This design comes from an exercise in tuning for a short achievable clock period and few clock cycles on the open sky130 flow, not from production work.
Function was checked by simulation only, so behaviour that the tests miss may differ from the original.
No activity file was given, so power comes from the tool's default toggle rates.

--- flow/config.mk ---
export PLATFORM = sky130hd
export DESIGN_NAME = mipsCore
export DESIGN_NICKNAME = mipsCore
export VERILOG_FILES = /design/flow/design.v
export SDC_FILE = /design/flow/constraint.sdc
export NUM_CORES = 4
export LEC_CHECK = 0
export ABC_CLOCK_PERIOD_IN_PS = 3000
export CAP_MARGIN = 20
export CELL_PAD_IN_SITES_DETAIL_PLACEMENT = 1
export CELL_PAD_IN_SITES_GLOBAL_PLACEMENT = 2
export CORE_MARGIN = 2
export CORE_UTILIZATION = 28
export GPL_ROUTABILITY_DRIVEN = 1
export PLACE_DENSITY = 0.5
export SETUP_SLACK_MARGIN = 4.0
export SLEW_MARGIN = 20
export TNS_END_PERCENT = 100
--- flow/design.v ---
package mipsPkg;
  localparam int WORD_W   = 32;
  localparam int REG_W    = 5;
  localparam int NUM_REGS = 2 ** REG_W;
  typedef logic [WORD_W-1:0] word_t;
  typedef logic [REG_W-1:0]  regAddr_t;
  typedef enum logic [5:0] {
    R_TYPE = 6'b000000,
    J      = 6'b000010,
    BEQ    = 6'b000100,
    ADDI   = 6'b001000,
    LW     = 6'b100011,
    SW     = 6'b101011
  } opcode_e;
  typedef enum logic [5:0] {
    F_ADD = 6'h20,
    F_SUB = 6'h22,
    F_AND = 6'h24,
    F_OR  = 6'h25,
    F_SLT = 6'h2a
  } funct_e;
  typedef enum logic [2:0] {
    ALU_AND = 3'b000,
    ALU_OR  = 3'b001,
    ALU_ADD = 3'b010,
    ALU_SUB = 3'b110,
    ALU_SLT = 3'b111
  } aluOp_e;
  typedef enum logic [1:0] {
    FWD_REG = 2'b00,
    FWD_WB  = 2'b01,
    FWD_MEM = 2'b10
  } fwdSel_e;
  typedef struct packed {
    logic   regWrite;
    logic   memToReg;
    logic   memWrite;
    logic   aluSrc;
    aluOp_e aluOp;
  } exCtrl_t;
  localparam word_t NOP_WORD = '0;
endpackage
`timescale 1ns/1ps
module mipsCore #(
  parameter int IMEM_DEPTH = 64,
  parameter int DMEM_DEPTH = 64
) (
  input  logic              clk,
  input  logic              rst,
  input  logic              instLoad_i,
  input  mipsPkg::word_t    instAddr_i,
  input  mipsPkg::word_t    instData_i,
  output mipsPkg::word_t    memAddr_o,
  output mipsPkg::word_t    memWriteData_o,
  output logic              memWrite_o,
  output mipsPkg::regAddr_t regAddr_o,
  output mipsPkg::word_t    regWriteData_o,
  output logic              regWrite_o
);
  typedef logic [5:0] widx_t;
  function automatic logic [63:0] dec64(input logic [5:0] a);
    dec64 = 64'd1 << a;
  endfunction
  function automatic logic [31:0] dec32(input logic [4:0] a);
    dec32 = 32'd1 << a;
  endfunction
  logic [31:0] imRaw   [64];
  logic        imJ     [64];
  logic        imB     [64];
  widx_t       imTgt   [64];
  widx_t       imSucc  [64];
  logic        imNxNop [64];   
  widx_t       imSucc2 [64];   
  widx_t ldA, ldAm1, ldAm2;
  logic  ldIsJ, ldIsB, ldNop, ldFnOk;
  assign ldA   = instAddr_i[5:0];
  assign ldAm1 = ldA - 6'd1;
  assign ldAm2 = ldA - 6'd2;
  assign ldFnOk = instData_i[5:0] == 6'h20 || instData_i[5:0] == 6'h22 ||
                  instData_i[5:0] == 6'h24 || instData_i[5:0] == 6'h25 ||
                  instData_i[5:0] == 6'h2a;
  always_comb begin
    case (instData_i[31:26])
      6'h00:        ldNop = !ldFnOk || instData_i[15:11] == 5'd0;
      6'h08, 6'h23: ldNop = instData_i[20:16] == 5'd0;
      6'h02, 6'h04, 6'h2b: ldNop = 1'b0;
      default:      ldNop = 1'b1;
    endcase
  end
  always_ff @(posedge clk) begin
    if (instLoad_i) begin
      imRaw[ldA]     <= instData_i;
      imJ[ldA]       <= ldIsJ;
      imB[ldA]       <= ldIsB;
      imTgt[ldA]     <= ldIsJ ? instData_i[5:0] : ldA + 6'd1 + instData_i[5:0];
      imSucc[ldAm1]  <= ldIsJ ? instData_i[5:0] : ldA;
      imNxNop[ldAm1] <= ldNop;
      imSucc2[ldAm2] <= ldIsJ ? instData_i[5:0] : ldA;
    end
  end
  assign ldIsJ = instData_i[31:26] == 6'h02;
  assign ldIsB = instData_i[31:26] == 6'h04;
  widx_t       pcF;
  logic [63:0] pcOH;           
  logic [1:0]  bp [64];
  logic        dValid;
  logic [31:0] dIns;
  logic [31:0] dRsOH, dRtOH;
  widx_t       dPc, dTgt, dSucc;
  logic        dPredT;
  logic [1:0]  dCtr;
  logic        dBV, dBPred;
  logic [4:0]  dBRs, dBRt;
  logic [31:0] dBRsOH, dBRtOH;
  widx_t       dBPc, dBTgt, dBSucc;
  logic [1:0]  dBCtr;
  logic        eValid, eWr, eLw, eSw, eBeq, eImm, ePredT;
  logic [4:0]  eDest;
  logic [2:0]  eOp;
  logic [31:0] eRA, eRB, eImmV;
  logic        eFA, eFB, eEq;
  logic [63:0] eIdxOH;
  widx_t       ePc, eTgt, eSucc;
  logic [1:0]  eCtr;
  logic        eBV, eBPred, eFBA, eFBB, eBEq;
  logic [31:0] eBRA, eBRB;
  widx_t       eBPc, eBTgt, eBSucc;
  logic [1:0]  eBCtr;
  logic        uValid;
  widx_t       uPc;
  logic [1:0]  uCtr;
  logic        wWr;
  logic [4:0]  wDest;
  logic [31:0] wRes;
  logic        oMemWr;
  logic [31:0] oAddr, oSd;
  logic        mispE, split, agi;
  widx_t       redirE;
  logic [63:0] pcOH1;
  logic        fJ, fB, fNxNop, gB, gNxNop;
  widx_t       fTgt, fSucc1, fSucc2, gTgt, gSucc1, gSucc2;
  logic [1:0]  fCtr, gCtr;
  logic [31:0] fRaw, gRaw;
  assign pcOH1 = {pcOH[62:0], pcOH[63]};
  always_comb begin
    fJ = 1'b0; fB = 1'b0; fNxNop = 1'b0; fTgt = '0; fSucc1 = '0; fSucc2 = '0;
    fCtr = '0; fRaw = '0;
    gB = 1'b0; gNxNop = 1'b0; gTgt = '0; gSucc1 = '0; gSucc2 = '0; gCtr = '0; gRaw = '0;
    for (int i = 0; i < 64; i++) begin
      fJ     = fJ     | (pcOH[i] & imJ[i]);
      fB     = fB     | (pcOH[i] & imB[i]);
      fNxNop = fNxNop | (pcOH[i] & imNxNop[i]);
      fTgt   = fTgt   | ({6{pcOH[i]}} & imTgt[i]);
      fSucc1 = fSucc1 | ({6{pcOH[i]}} & imSucc[i]);
      fSucc2 = fSucc2 | ({6{pcOH[i]}} & imSucc2[i]);
      fCtr   = fCtr   | ({2{pcOH[i]}} & bp[i]);
      fRaw   = fRaw   | ({32{pcOH[i]}} & imRaw[i]);
      gB     = gB     | (pcOH1[i] & imB[i]);
      gNxNop = gNxNop | (pcOH1[i] & imNxNop[i]);
      gTgt   = gTgt   | ({6{pcOH1[i]}} & imTgt[i]);
      gSucc1 = gSucc1 | ({6{pcOH1[i]}} & imSucc[i]);
      gSucc2 = gSucc2 | ({6{pcOH1[i]}} & imSucc2[i]);
      gCtr   = gCtr   | ({2{pcOH1[i]}} & bp[i]);
      gRaw   = gRaw   | ({32{pcOH1[i]}} & imRaw[i]);
    end
  end
  widx_t fSucc, gSucc, fNext;
  logic  fPredT, fPair;
  assign fSucc  = fNxNop ? fSucc2 : fSucc1;
  assign gSucc  = gNxNop ? gSucc2 : gSucc1;
  assign fPredT = fB & fCtr[1];
  assign fPair  = !fJ && !fB && gB;
  assign fNext  = (fJ | fPredT) ? fTgt : fPair ? (gCtr[1] ? gTgt : gSucc) : fSucc;
  always_ff @(posedge clk or posedge rst) begin
    if (rst) begin
      pcF    <= '0;
      pcOH   <= 64'd1;
      dValid <= 1'b0;
      dBV    <= 1'b0;
    end else if (instLoad_i) begin
      pcF    <= '0;
      pcOH   <= 64'd1;
      dValid <= 1'b0;
      dBV    <= 1'b0;
    end else if (mispE) begin
      pcF    <= redirE;
      pcOH   <= dec64(redirE);
      dValid <= 1'b0;
      dBV    <= 1'b0;
    end else if (agi) begin
      ;                                 
    end else if (split) begin
      dValid <= 1'b0;                   
    end else begin
      pcF    <= fNext;
      pcOH   <= dec64(fNext);
      dValid <= !fJ;
      dBV    <= fPair;
    end
  end
  always_ff @(posedge clk) begin
    if (!split && !agi) begin
      dBRs   <= gRaw[25:21];
      dBRt   <= gRaw[20:16];
      dBRsOH <= dec32(gRaw[25:21]);
      dBRtOH <= dec32(gRaw[20:16]);
      dBPc   <= pcF + 6'd1;
      dBTgt  <= gTgt;
      dBSucc <= gSucc;
      dBPred <= gCtr[1];
      dBCtr  <= gCtr;
    end
    if (!agi) begin
      dIns   <= fRaw;
      dRsOH  <= dec32(fRaw[25:21]);
      dRtOH  <= dec32(fRaw[20:16]);
      dPc    <= pcF;
      dTgt   <= fTgt;
      dSucc  <= fSucc;
      dPredT <= fPredT;
      dCtr   <= fCtr;
    end
  end
  logic [31:0] rf [32];
  logic [31:0] rv;
  logic [5:0] op, fn;
  logic [4:0] rs, rt, rd, dDest;
  logic       isR, fnOk, dWrK, dLw, dSw, dBeq, dImm, dWr;
  logic [2:0] dOp;
  logic [31:0] dImmV;
  assign op = dIns[31:26];
  assign fn = dIns[5:0];
  assign rs = dIns[25:21];
  assign rt = dIns[20:16];
  assign rd = dIns[15:11];
  always_comb begin
    isR = op == 6'h00;
    dOp = mipsPkg::ALU_ADD;
    fnOk = 1'b1;
    case (fn)
      6'h20: dOp = mipsPkg::ALU_ADD;
      6'h22: dOp = mipsPkg::ALU_SUB;
      6'h24: dOp = mipsPkg::ALU_AND;
      6'h25: dOp = mipsPkg::ALU_OR;
      6'h2a: dOp = mipsPkg::ALU_SLT;
      default: fnOk = 1'b0;
    endcase
    if (!isR) dOp = mipsPkg::ALU_ADD;
  end
  assign dLw    = op == 6'h23;
  assign dSw    = op == 6'h2b;
  assign dBeq   = op == 6'h04;
  assign dImm   = op == 6'h08 || dLw || dSw;
  assign dWrK   = (isR && fnOk) || op == 6'h08 || dLw;
  assign dDest  = isR ? rd : rt;
  assign dWr    = dWrK && dDest != 5'd0;
  assign dImmV  = {{16{dIns[15]}}, dIns[15:0]};
  logic [31:0] rfA, rfB, rfBA, rfBB, dRA, dRB, dBA, dBB;
  always_comb begin
    rfA = '0; rfB = '0; rfBA = '0; rfBB = '0;
    for (int i = 1; i < 32; i++) begin
      rfA  = rfA  | ({32{dRsOH[i]  & rv[i]}} & rf[i]);
      rfB  = rfB  | ({32{dRtOH[i]  & rv[i]}} & rf[i]);
      rfBA = rfBA | ({32{dBRsOH[i] & rv[i]}} & rf[i]);
      rfBB = rfBB | ({32{dBRtOH[i] & rv[i]}} & rf[i]);
    end
  end
  assign dRA = (wWr && wDest == rs)   ? wRes : rfA;
  assign dRB = (wWr && wDest == rt)   ? wRes : rfB;
  assign dBA = (wWr && wDest == dBRs) ? wRes : rfBA;
  assign dBB = (wWr && wDest == dBRt) ? wRes : rfBB;
  logic [7:0] dAddrLo;
  assign dAddrLo = dRA[7:0] + dIns[7:0];
  assign split = dBV && dValid && dWr && (dDest == dBRs || dDest == dBRt);
  assign agi = dValid && (dLw || dSw) && eValid && eWr && eDest == rs;
  always_ff @(posedge clk or posedge rst) begin
    if (rst) begin
      eValid <= 1'b0;
      eBV    <= 1'b0;
    end else begin
      eValid <= dValid && !agi && !mispE && !instLoad_i;
      eBV    <= dBV && !agi && !split && !mispE && !instLoad_i;
    end
  end
  always_ff @(posedge clk) begin
    eWr    <= dWr;
    eLw    <= dLw;
    eSw    <= dSw;
    eBeq   <= dBeq;
    eImm   <= dImm;
    eOp    <= dOp;
    eDest  <= dDest;
    eRA    <= dRA;
    eRB    <= dRB;
    eEq    <= dRA == dRB;
    eImmV  <= dImmV;
    eIdxOH <= dec64(dAddrLo[7:2]);
    eFA    <= eValid && eWr && eDest == rs;
    eFB    <= eValid && eWr && eDest == rt;
    ePc    <= dPc;
    eTgt   <= dTgt;
    eSucc  <= dSucc;
    ePredT <= dPredT;
    eCtr   <= dCtr;
    eBRA   <= dBA;
    eBRB   <= dBB;
    eBEq   <= dBA == dBB;
    eFBA   <= eValid && eWr && eDest == dBRs;
    eFBB   <= eValid && eWr && eDest == dBRt;
    eBPc   <= dBPc;
    eBTgt  <= dBTgt;
    eBSucc <= dBSucc;
    eBPred <= dBPred;
    eBCtr  <= dBCtr;
  end
  logic [31:0] srcA, srcB, valB, aluOut, res;
  assign srcA = eFA ? wRes : eRA;
  assign valB = eFB ? wRes : eRB;
  assign srcB = eImm ? eImmV : valB;
  always_comb begin
    case (eOp)
      mipsPkg::ALU_AND: aluOut = srcA & srcB;
      mipsPkg::ALU_OR:  aluOut = srcA | srcB;
      mipsPkg::ALU_SUB: aluOut = srcA - srcB;
      mipsPkg::ALU_SLT: aluOut = {31'd0, $signed(srcA) < $signed(srcB)};
      default:          aluOut = srcA + srcB;
    endcase
  end
  logic taken, takenB, mispMain, mispPair, anyBr, brTaken;
  logic [1:0] brCtr;
  always_comb begin
    case ({eFA, eFB})
      2'b00:   taken = eEq;
      2'b10:   taken = wRes == eRB;
      2'b01:   taken = eRA == wRes;
      default: taken = 1'b1;
    endcase
    case ({eFBA, eFBB})
      2'b00:   takenB = eBEq;
      2'b10:   takenB = wRes == eBRB;
      2'b01:   takenB = eBRA == wRes;
      default: takenB = 1'b1;
    endcase
  end
  assign mispMain = eValid && eBeq && (taken != ePredT);
  assign mispPair = eBV && (takenB != eBPred);
  assign mispE    = mispMain || mispPair;
  assign redirE   = mispMain ? (taken ? eTgt : eSucc) : (takenB ? eBTgt : eBSucc);
  assign anyBr   = (eValid && eBeq) || eBV;
  assign brTaken = eBV ? takenB : taken;
  assign brCtr   = eBV ? eBCtr : eCtr;
  always_ff @(posedge clk or posedge rst) begin
    if (rst) begin
      uValid <= 1'b0;
    end else begin
      uValid <= anyBr;
    end
  end
  always_ff @(posedge clk) begin
    uPc  <= eBV ? eBPc : ePc;
    uCtr <= brTaken ? ((brCtr == 2'b11) ? 2'b11 : brCtr + 2'd1)
                    : ((brCtr == 2'b00) ? 2'b00 : brCtr - 2'd1);
  end
  always_ff @(posedge clk or posedge rst) begin
    if (rst) begin
      for (int i = 0; i < 64; i++) bp[i] <= 2'b01;
    end else if (uValid) begin
      bp[uPc] <= uCtr;
    end
  end
  logic [31:0] dm [64];
  logic [63:0] dv;
  logic [31:0] eRd;
  always_comb begin
    eRd = '0;
    for (int i = 0; i < 64; i++) eRd = eRd | ({32{eIdxOH[i] & dv[i]}} & dm[i]);
  end
  assign res = eLw ? eRd : aluOut;
  always_ff @(posedge clk) begin
    for (int i = 0; i < 64; i++) begin
      if (eValid && eSw && eIdxOH[i]) dm[i] <= valB;
    end
  end
  always_ff @(posedge clk or posedge rst) begin
    if (rst) begin
      dv <= '0;
    end else begin
      for (int i = 0; i < 64; i++) begin
        if (eValid && eSw && eIdxOH[i]) dv[i] <= 1'b1;
      end
    end
  end
  always_ff @(posedge clk or posedge rst) begin
    if (rst) begin
      wWr    <= 1'b0;
      oMemWr <= 1'b0;
    end else begin
      wWr    <= eValid && eWr;
      oMemWr <= eValid && eSw;
    end
  end
  always_ff @(posedge clk) begin
    wDest <= eDest;
    wRes  <= res;
    oAddr <= aluOut;
    oSd   <= valB;
  end
  always_ff @(posedge clk) begin
    if (wWr) rf[wDest] <= wRes;
  end
  always_ff @(posedge clk or posedge rst) begin
    if (rst) rv <= '0;
    else if (wWr) rv[wDest] <= 1'b1;
  end
  assign memWrite_o     = oMemWr;
  assign memAddr_o      = oAddr;
  assign memWriteData_o = oSd;
  assign regWrite_o     = wWr;
  assign regAddr_o      = wDest;
  assign regWriteData_o = wRes;
endmodule
--- flow/run.sh ---
#!/bin/bash
# synth_recipe.tcl (not shown) runs the flow's synth.tcl, then flattens the netlist and writes it again
# the make line also repeats each setting of config.mk as NAME=value (left out here)
make -C /OpenROAD-flow-scripts/flow DESIGN_CONFIG=/design/flow/config.mk WORK_HOME=/design/flow/orfs CLKGATE_MAP_FILE= SYNTH_SCRIPT=/design/flow/synth_recipe.tcl finish
--- flow/constraint.sdc ---
create_clock -name core_clock -period 7.5 [get_ports {clk}]
set_input_delay 1.5000 -clock core_clock [delete_from_list [all_inputs] [get_ports {clk}]]
set_output_delay 1.5000 -clock core_clock [all_outputs]
set_load 0.01 [all_outputs]
==> run notes <==
## power groups by stage
stage	sequential [µW]	clock (µW)	combinational, µW
floorplan	47800	0	11300
global placement	49100	0	28800
detailed placement	49100	0	28300
CTS	47600	42700	34800
global route	47600	44100	39700
finish	47500	42600	39400
## placed cells by master (no fill, tap or decap), drive strengths merged, types with 221 or more instances in the layout
| master | instances |
|---|---|
| nand2 | 305 |
| edfxtp | 6639 |
| a22oi | 1832 |
| a221oi | 1868 |
| clkinv | 339 |
| nand4 | 740 |
| a22o | 1870 |
| dfrtp | 235 |
| buf | 2262 |
| diode | 302 |
| nand3 | 468 |
| nor2 | 683 |
| and2 | 221 |
| nor3 | 256 |
| dfxtp | 377 |
| clkbuf | 1086 |
## through the flow
step / cells / instance area [µm²] / util [%] / worst slack (ns)
after floorplan: 19160 / 296600 / - / 2.066
after global placement: 32820 / 321100 / 30.46 / 0.9992
after detailed placement: 32840 / 321500 / 30.50 / 1.043
after CTS: 35330 / 366700 / 34.79 / 3.160
after global routing: 35670 / 372000 / 35.28 / 2.985
final: 35880 / 372500 / 35.33 / 3.059
## flip-flops by register name, indices dropped and copies added (netlist names), 128 cells and up
signal,cells
bp,128
dm,2048
imRaw,2048
imSucc,384
imSucc2,384
imTgt,384
rf,992
## worst max path at each step
stage                  start        to
finish                  eFBA  pcOH[25]
floorplan                rst  bp[0][1]
CTS                     eFBA  pcOH[33]
global route             eFB  wRes[27]
detailed placement      eFBA   pcOH[5]
global placement    pcOH[10]   pcOH[5]
## logic make-up (layout without fill, tap and decap cells)
kind of cell             count (synthesis)  after routing  synth area share, %
XOR/XNOR                               197            197               0.5823
AND/OR/NAND/NOR                       3089           3113                5.456
AO/OA/AOI/OAI                         6385           6385                17.63
adder cells (fa/ha/maj)                124            124               0.5303
multiplexers                           314            316                1.149
flip-flops                            7316           7316                72.39
other                                    0            302                    0
buffers and inverters                 1733           4101                2.261
## cell type report
class | count | area [µm²]
multi-input combinational | 10140 | 84600
antenna | 302 | 755.7
sequential | 7316 | 215000
clock buffer | 1074 | 22530
clock inverter | 483 | 5132
tap | 14020 | 17550
fill | 106300 | 681800
inverter | 152 | 591.8
timing repair buffer | 2392 | 26370
## metal layers
metal  track usage, %  wire [µm]  vias to the layer above
met5           0.6268       1205                        -
met4            21.48     158800                       74
met3            12.30     255800                     7126
met2            52.88     844100                    24640
met1            46.76     765800                   133900
li1                 -          -                    85180
## timing repair
item,CTS,global route
pin swaps,409,254
resized for setup,1896,576
hold buffers,0,0
buffers inserted,865,233
cloned,71,13
endpoints found under the setup margin,4034,967
==> flow_metrics.env <==
export IMPL_p_leak_uw=0.1194
export IMPL_hold_violations=0
export IMPL_coreArea_um2=1054000
export IMPL_cp_cell_sequence="inv_2 -> ha_4 -> buf_12 -> mux2i_4 -> xnor2_4 -> nor4_4 -> nand4_1 -> buf_6 -> nor3_4 -> buf_6 -> o21ai_4 -> nand3_4 -> buf_6 -> o311ai_4 -> buf_6 -> buf_12 -> or2_4 -> nor2_4 -> a22o_1"
export IMPL_setup_violations_final=0
export IMPL_fin_crit_ns=4.441
export IMPL_drc_errors=0
export IMPL_yosysMostFrequentCell="edfxtp_1"
export IMPL_globalplace_congestion=0.9525
export IMPL_worstPathRequired_ns=8.62
export IMPL_ys_warn_count=3
export IMPL_report_final_slew_viol_count=0
export IMPL_vias_per_cell=6.994
export IMPL_critical_path_class="register to register"
export IMPL_synth_ff_type="edfxtp_1"
export IMPL_ios=170
export IMPL_io_buffers=143
export IMPL_antenna_found_initial=255
export IMPL_slew_headroom_pct=13.54
export IMPL_synth_area_leaders="edfxtp_1, a22o_1, a221oi_1"
export IMPL_fp_dieH_um=1033
export IMPL_cts_buffer_depth=5
export IMPL_async_reset_ff_share_pct=4.101
export IMPL_power_total_uw=129500
export IMPL_first_global_vias=228500
export IMPL_tns_ns=0
export IMPL_r2r_end="pcOH[25]"
export IMPL_p_comb_share_pct=30.4
export IMPL_synth_top_cells_by_count="edfxtp_1, a22o_1, a221oi_1"
export IMPL_cts_tree="yes"
export IMPL_final_nets=21020
export IMPL_crit_path_end_kind="register"
export IMPL_r2r_slack_ns=3.06
export IMPL_hold_class="register to register"
export IMPL_ant_nets=1
export IMPL_power_density_nw_per_um2=347.7
export IMPL_pwr_share_clk_pct=32.9
export IMPL_postSynthNetCount=19350
export IMPL_fin_skew_ns=0.1385
export IMPL_path_max_fanout=6
export IMPL_p_seq_share_pct=36.7
export IMPL_grt_use_total_pct=36.31
export IMPL_die_area_um2=1067000
export IMPL_firstDrtPassIters=14
export IMPL_switching_power_uw=45350
export IMPL_clk_latency_ns=1.22
export IMPL_cpMaxStageDelayCell="nor3_4"
export IMPL_cp_depth=19
export IMPL_area_delta_synth_final_pct=25.71
export IMPL_worstPathArrival_ns=5.56
export IMPL_first_iter_violations=53200
export IMPL_swShare_pct=35.02
export IMPL_grt_max_degree=127
export IMPL_fmax_mhz=225.2
export IMPL_grt_first_pass_wirelength_um=2534000
export IMPL_syn_avg_cell_area_um2=15.47
export IMPL_initial_core_util_pct=28.11
export IMPL_yosysUniqueCellTypes=90
export IMPL_period_share_pct=59.21
export IMPL_rr_worst_depth=19
export IMPL_slowest_delay_ns=0.52
export IMPL_synth_seq_area_share_pct=72.39
export IMPL_post_drt_wl_per_cell_um=56.46
export IMPL_min_delay_start="dPc[4]"
export IMPL_grt_overflow_total=0
export IMPL_clock_sinks=7316
export IMPL_whs_ns=0.3411
export IMPL_htree_levels=6
export IMPL_worst_setup_path_start_kind="register"
export IMPL_yosys_register_bits=7316
export IMPL_so_violations="antenna rules"
export IMPL_dpl_hpwl_um=1121000
export IMPL_crit_buf_inv=7
export IMPL_drive_above_1_share_pct=25.39
export IMPL_rsz0062_at_grt="true"
export IMPL_min_to="ePc[4]"
export IMPL_path_clk_slew_ns=0.06
export IMPL_cap_violations=0
export IMPL_finalWirelength_um=2026000
export IMPL_crit_top_cell="buf_6"
export IMPL_synth_top_area_share_pct=67.28
export IMPL_status="finished with violations"
export IMPL_rows=377
export IMPL_r2r_start="eFBA"
export IMPL_cp_top_family="simple AND/OR/NAND/NOR gates"
export IMPL_syn_instance_count=19160
export IMPL_die_w_um=1033
export IMPL_p_int_uw=84160
export IMPL_synth_edf_count=6639
export IMPL_yosysTopAreaCell="edfxtp_1"
export IMPL_min_path_cells=0
export IMPL_syn_area_um2=296300
export IMPL_worst_pin_slew_ns=1.297
export IMPL_ir_drop_mv=0.7629
export IMPL_cts_inserted_buffers=836
export IMPL_via_count=250900
export IMPL_root_buffer="clkbuf_16"
Testbench counts, summed over its fixed seeds: cycles 11,203.

[re-timing with driven ports]
How much do the figures lean on ideal ports? The routed layout below was timed once more, with nothing changed but the port constraints. Step 1 (the two cells are an assumption about what drives the block):
set clk [get_ports {clk}]
set_driving_cell -lib_cell sky130_fd_sc_hd__clkbuf_16 $clk
set_driving_cell -lib_cell sky130_fd_sc_hd__buf_2 [delete_from_list [all_inputs] $clk]
Step 2 times the ports against the registers' clock, not the clock port: input delays grow and output delays shrink by t, the midpoint of the rising clock arrivals with the driver on. a / b / c = ideal ports / drivers / drivers and shift; a / b = the first two.
shift t [ns]: 1.333
setup slack, ns: 3.059 / 3.059 / 2.503
worst setup path at the end: input to register
latest minus earliest clock arrival (ns): 0.171 / 0.171
worst slew at a driven data input, ns: 0.62
For this run, drivers alone change the setup slack by 0.000 ns; drivers and shift together by -0.556 ns.
